This design comes from an exercise in tuning for small area and a short achievable clock period on the open sky130 flow, not from production work.
Function was checked by simulation only, so behaviour that the tests miss may differ from the original.
Power and IR drop assume default switching activity. The clock port is modelled as an ideal driver; clocking choices that lean on that would not hold on a real chip.

## microarch_trace_buffer
module microarch_trace_buffer #(
    parameter int          NUM_STAGES  = 4,
    parameter int          DE_IDX      = 1,
    parameter int          PC_W        = 32,
    parameter int          DEPTH       = 16,
    parameter int          TS_W        = 16,
    parameter logic [31:0] FINISH_INSN = 32'h00002013,
    localparam int         AW          = $clog2(DEPTH),
    localparam int         LVL_W       = AW + 1
) (
    input  logic                       clk,
    input  logic                       rst_n,
    input  logic                       if_req_i,
    input  logic [NUM_STAGES-1:0]      ev_valid_i,
    input  logic [NUM_STAGES*PC_W-1:0] ev_pc_i,
    input  logic [31:0]                de_insn_i,
    output logic                       rec_valid_o,
    input  logic                       rec_ready_i,
    output logic [NUM_STAGES-1:0]      rec_mask_o,
    output logic [NUM_STAGES*PC_W-1:0] rec_pc_o,
    output logic [31:0]                rec_insn_o,
    output logic [TS_W-1:0]            rec_cycle_o,
    output logic                       rec_lost_o,
    output logic [15:0]                drop_cnt_o,
    output logic [LVL_W-1:0]           level_o,
  ...
Settings: LEC_CHECK=0, CAP_MARGIN=20, CORE_MARGIN=2, CORE_UTILIZATION=60, SETUP_SLACK_MARGIN=2.8, SLEW_MARGIN=20; clock period 5.2 ns.
standard.sh (not shown) runs the stock make flow with config.mk's settings and CLKGATE_MAP_FILE= SYNTH_SCRIPT=/design/flow/synth_recipe.tcl, a recipe that flattens the netlist after the stock synthesis.
==> flow/flow/run.sh <==
#!/bin/bash
# Standard ORFS layout with a smaller port buffer cell and no CTS dummy loads.
export BUFFER_PORTS_ARGS="-buffer_cell sky130_fd_sc_hd__buf_2"
export CTS_ARGS="-sink_clustering_enable -repair_clock_nets -dont_use_dummy_load"
bash standard.sh finish > standard.log 2>&1
Next try:
--- a/flow/config.mk
+++ b/flow/config.mk
@@ -10,3 +10,2 @@
 export CORE_UTILIZATION = 60
-export SETUP_SLACK_MARGIN = 2.8
 export SLEW_MARGIN = 20
=> Sequential share of layout area rose by 1.5 points; first-iteration DRC count fell by about a fifth; via count fell by a few percent; non-clock buffer count fell by 155.
Next try:
==> flow/flow/run.sh (replaced) <==
#!/bin/bash
# Standard ORFS layout with a smaller port buffer cell and larger CTS sink clusters.
export BUFFER_PORTS_ARGS="-buffer_cell sky130_fd_sc_hd__buf_2"
export CTS_ARGS="-sink_clustering_enable -repair_clock_nets -dont_use_dummy_load -sink_clustering_size 30 -sink_clustering_max_diameter 80"
bash standard.sh finish > standard.log 2>&1
--- a/flow/config.mk
+++ b/flow/config.mk
@@ -10,2 +10,3 @@
 export CORE_UTILIZATION = 60
+export SETUP_SLACK_MARGIN = 2.8
 export SLEW_MARGIN = 20
Effect: The new run finished clean; worst setup slack is better by 0.39 ns; sequential power hardly moves; total power shrinks by 14%; critical path depth grows by 3; global-route usage grows by 1.0 points; design area shrinks by 0.86%; worst hold slack is better by 0.20 ns; die area stays the same; wire length grows by 5.6%; flip-flop and latch count does not change.
Next try:
==> flow/flow/run.sh (replaced) <==
#!/bin/bash
# Standard ORFS layout with a smaller port buffer cell and no CTS dummy loads.
export BUFFER_PORTS_ARGS="-buffer_cell sky130_fd_sc_hd__buf_2"
export CTS_ARGS="-sink_clustering_enable -repair_clock_nets -dont_use_dummy_load"
bash standard.sh finish > standard.log 2>&1
--- a/flow/config.mk
+++ b/flow/config.mk
@@ -9,4 +9,4 @@
 export CORE_MARGIN = 2
-export CORE_UTILIZATION = 60
-export SETUP_SLACK_MARGIN = 2.8
+export CORE_UTILIZATION = 70
+export SETUP_SLACK_MARGIN = 3.5
 export SLEW_MARGIN = 20
Outcome: The new run did not get past clock tree synthesis (4_1_cts). Area after synthesis stays the same. Synthesized cell count does not change.

* * *

## run A
Another version of the RTL of microarch_trace_buffer (not shown whole).
Size: about 3000 flip-flops, roughly 370 I/O pins, ~110000 um^2 of cells after synthesis.
Settings: LEC_CHECK=0, CAP_MARGIN=20, CORE_MARGIN=2, CORE_UTILIZATION=60, PLACE_DENSITY=0.8, SETUP_SLACK_MARGIN=2.8, SLEW_MARGIN=65, SYNTH_HIERARCHICAL=1, SYNTH_MINIMUM_KEEP_SIZE=0; clock period 5.2 ns.
==> flow/flow/run.sh <==
#!/bin/bash
# Standard ORFS layout with a smaller port buffer cell and larger CTS sink clusters.
export BUFFER_PORTS_ARGS="-buffer_cell sky130_fd_sc_hd__buf_2"
export CTS_ARGS="-sink_clustering_enable -repair_clock_nets -dont_use_dummy_load -sink_clustering_size 30 -sink_clustering_max_diameter 80"
bash standard.sh finish > standard.log 2>&1
Run A completed every stage of the flow, and the final layout passed the timing, DRC and antenna checks.
Modified inputs, run B compared to run A
-- flow/config.mk --
<<< run A, line 9
export CORE_MARGIN = 2
export CORE_UTILIZATION = 60
export PLACE_DENSITY = 0.8
export SETUP_SLACK_MARGIN = 2.8
export SLEW_MARGIN = 65
>>> run B, line 9
export CORE_MARGIN = 2
export CORE_UTILIZATION = 60
export SETUP_SLACK_MARGIN = 2.8
export SLEW_MARGIN = 65
Results
- Cmp run B vs run A: diode insertion count for antenna repair lower in run B
- Looking at least setup slack across all paths after layout across run A and run B, the one that comes out lower is run A.
- The signed area change from the synthesized netlist to the final layout of run B and that of run A are within noise of each other.
- On achievable clock frequency: between run A and run B, it ends up higher for run B.
- Critical path class: flop to flop -> run A, flop to primary output -> run B
--- input diff run B..run C ---
-- flow/config.mk --
<<< run B, line 9
export CORE_MARGIN = 2
export CORE_UTILIZATION = 60
export SETUP_SLACK_MARGIN = 2.8
export SLEW_MARGIN = 65
export SYNTH_HIERARCHICAL = 1
export SYNTH_MINIMUM_KEEP_SIZE = 0
>>> run C, line 9
export CORE_MARGIN = 2
export CORE_UTILIZATION = 60
export SETUP_SLACK_MARGIN = 2.75
export SLEW_MARGIN = 50
export SYNTH_HIERARCHICAL = 1
export SYNTH_MINIMUM_KEEP_SIZE = 0
--- outcome ---
Setup slack (higher): run C
Post-cts repair resize count of run C exceeds that of run B by a few percent.
Critical path arrival essentially unchanged between run B and run C.
As far as aggregate global routing overflow is concerned, run B and run C perform about the same.
Relative to run B, transition time at the pin with the least slew margin has gone up in run C.
Going from run B to run C, final area went down 2000 um^2; clock slew at the register clock pins of the worst setup and hold paths essentially unchanged.
Run C -> run B: flip-flop and latch area flat
Diff run B -> run C: cell area after placement fell by 1.6%, number of setup violations in the final report saw little to no change.
Relative to run C, the following input files were edited for run D:
-- flow/config.mk --
<<< run C, line 9
export CORE_MARGIN = 2
export CORE_UTILIZATION = 60
export SETUP_SLACK_MARGIN = 2.75
export SLEW_MARGIN = 50
export SYNTH_HIERARCHICAL = 1
export SYNTH_MINIMUM_KEEP_SIZE = 0
>>> run D, line 9
export CORE_MARGIN = 2
export CORE_UTILIZATION = 60
export SETUP_SLACK_MARGIN = 2.8
export SLEW_MARGIN = 65
export SYNTH_HIERARCHICAL = 1
export SYNTH_MINIMUM_KEEP_SIZE = 0
export TNS_END_PERCENT = 20
Run D vs run C — combinational power dropped about 8%.
Reported leakage power delta (run D − run C): unfavourable
Delta (run D minus run C): final cell count went down by 36, average via count per standard cell was more or less identical, hold slack went up by 0.36 ns, maximum fanout count along the critical path went up by 50.
Sequential share of layout area, run D and run C: higher on run C
Area after synthesis came out exactly the same in run D and run C.
Comparing run D and run C, the lower core utilization was measured on run C.
Run D against run C: worst setup slack shows a reduction of 0.030 ns, fraction of layout instances using a drive strength above 1 moved up.
What run E does differently from run D at the input level:
==> flow/flow/run.sh <==
#!/bin/bash
# Standard ORFS layout with a smaller port buffer cell, larger CTS sink
# clusters and power (size) recovery after global-route timing repair.
export BUFFER_PORTS_ARGS="-buffer_cell sky130_fd_sc_hd__buf_2"
export CTS_ARGS="-sink_clustering_enable -repair_clock_nets -dont_use_dummy_load -sink_clustering_size 30 -sink_clustering_max_diameter 80"
export RECOVER_POWER=100
bash standard.sh finish > standard.log 2>&1
-- flow/config.mk --
<<< run D, line 13
export SYNTH_HIERARCHICAL = 1
export SYNTH_MINIMUM_KEEP_SIZE = 0
export TNS_END_PERCENT = 20
>>> run E, line 13
export SYNTH_HIERARCHICAL = 1
export SYNTH_MINIMUM_KEEP_SIZE = 0
Findings:
Cmp run D and run E / number of non-clock buffers in the layout / lower: run D
Count of pins on the block boundary: run E vs run D identical
Run E: wire length of the first global-routing pass is 0.39% higher than what run D reported.
Run E had finished all stages when the layout checks came back failing, citing max-capacitance violations, max-slew violations.
On run E: delay of the slowest cell on the worst path is 1.47 ns higher than what run D gave.
Between run D and run E, met2 routing resource usage after global routing increased.
The fraction of met3 tracks used by global routing on run E is in line with that on run D.
[compare] base=run D new=run E: wire length the detailed router placed on met1 closely matched the old numbers, maximum achievable frequency decreased by 35% relative to the old numbers, final worst-path cycle share increased by 27 points relative to the old numbers, filler cell count in the final layout increased by 2.4% relative to the old numbers, worst setup margin decreased by 1.38 ns relative to the old numbers.

## re-timing with driven ports
No port has a modelled driver above. Below, the same layouts with a new extraction and two added sets of constraints. Step 1 sets driving cells, clkbuf_16 on the clock port and buf_2 on the other inputs (assumed; they add their load-dependent delay and slew). Step 2, shift: input delay + t, output delay - t, t = (earliest + latest rising clock arrival at the registers) / 2. This alone moves slack from input paths to output paths. Slacks: ideal / step 1 / step 2; pairs: ideal / step 1.
| run | shift t [ns] | slack for setup (ns) | pins driven straight from the clock port |
|---|---|---|---|
| the first run of note 1 | 1.006 | 2.289 / 2.214 / 1.208 | 1 |
| the second run of note 1 | 1.016 | 1.847 / 1.849 / 0.907 | 1 |
| the third run of note 1 | 0.909 | 2.232 / 2.161 / 1.252 | 1 |
| run A | 0.898 | 2.647 / 2.561 / 1.903 | 1 |
| run B | 0.899 | 2.663 / 2.567 / 1.904 | 1 |
| run C | 0.912 | 2.667 / 2.569 / 1.843 | 1 |
| run D | 0.895 | 2.637 / 2.570 / 1.790 | 1 |
| run E | 0.901 | 1.252 / 1.316 / 0.415 | 1 |
For the first run of note 1, which loses most, drivers alone change the setup slack by -0.075 ns; drivers and shift together by -1.081 ns.
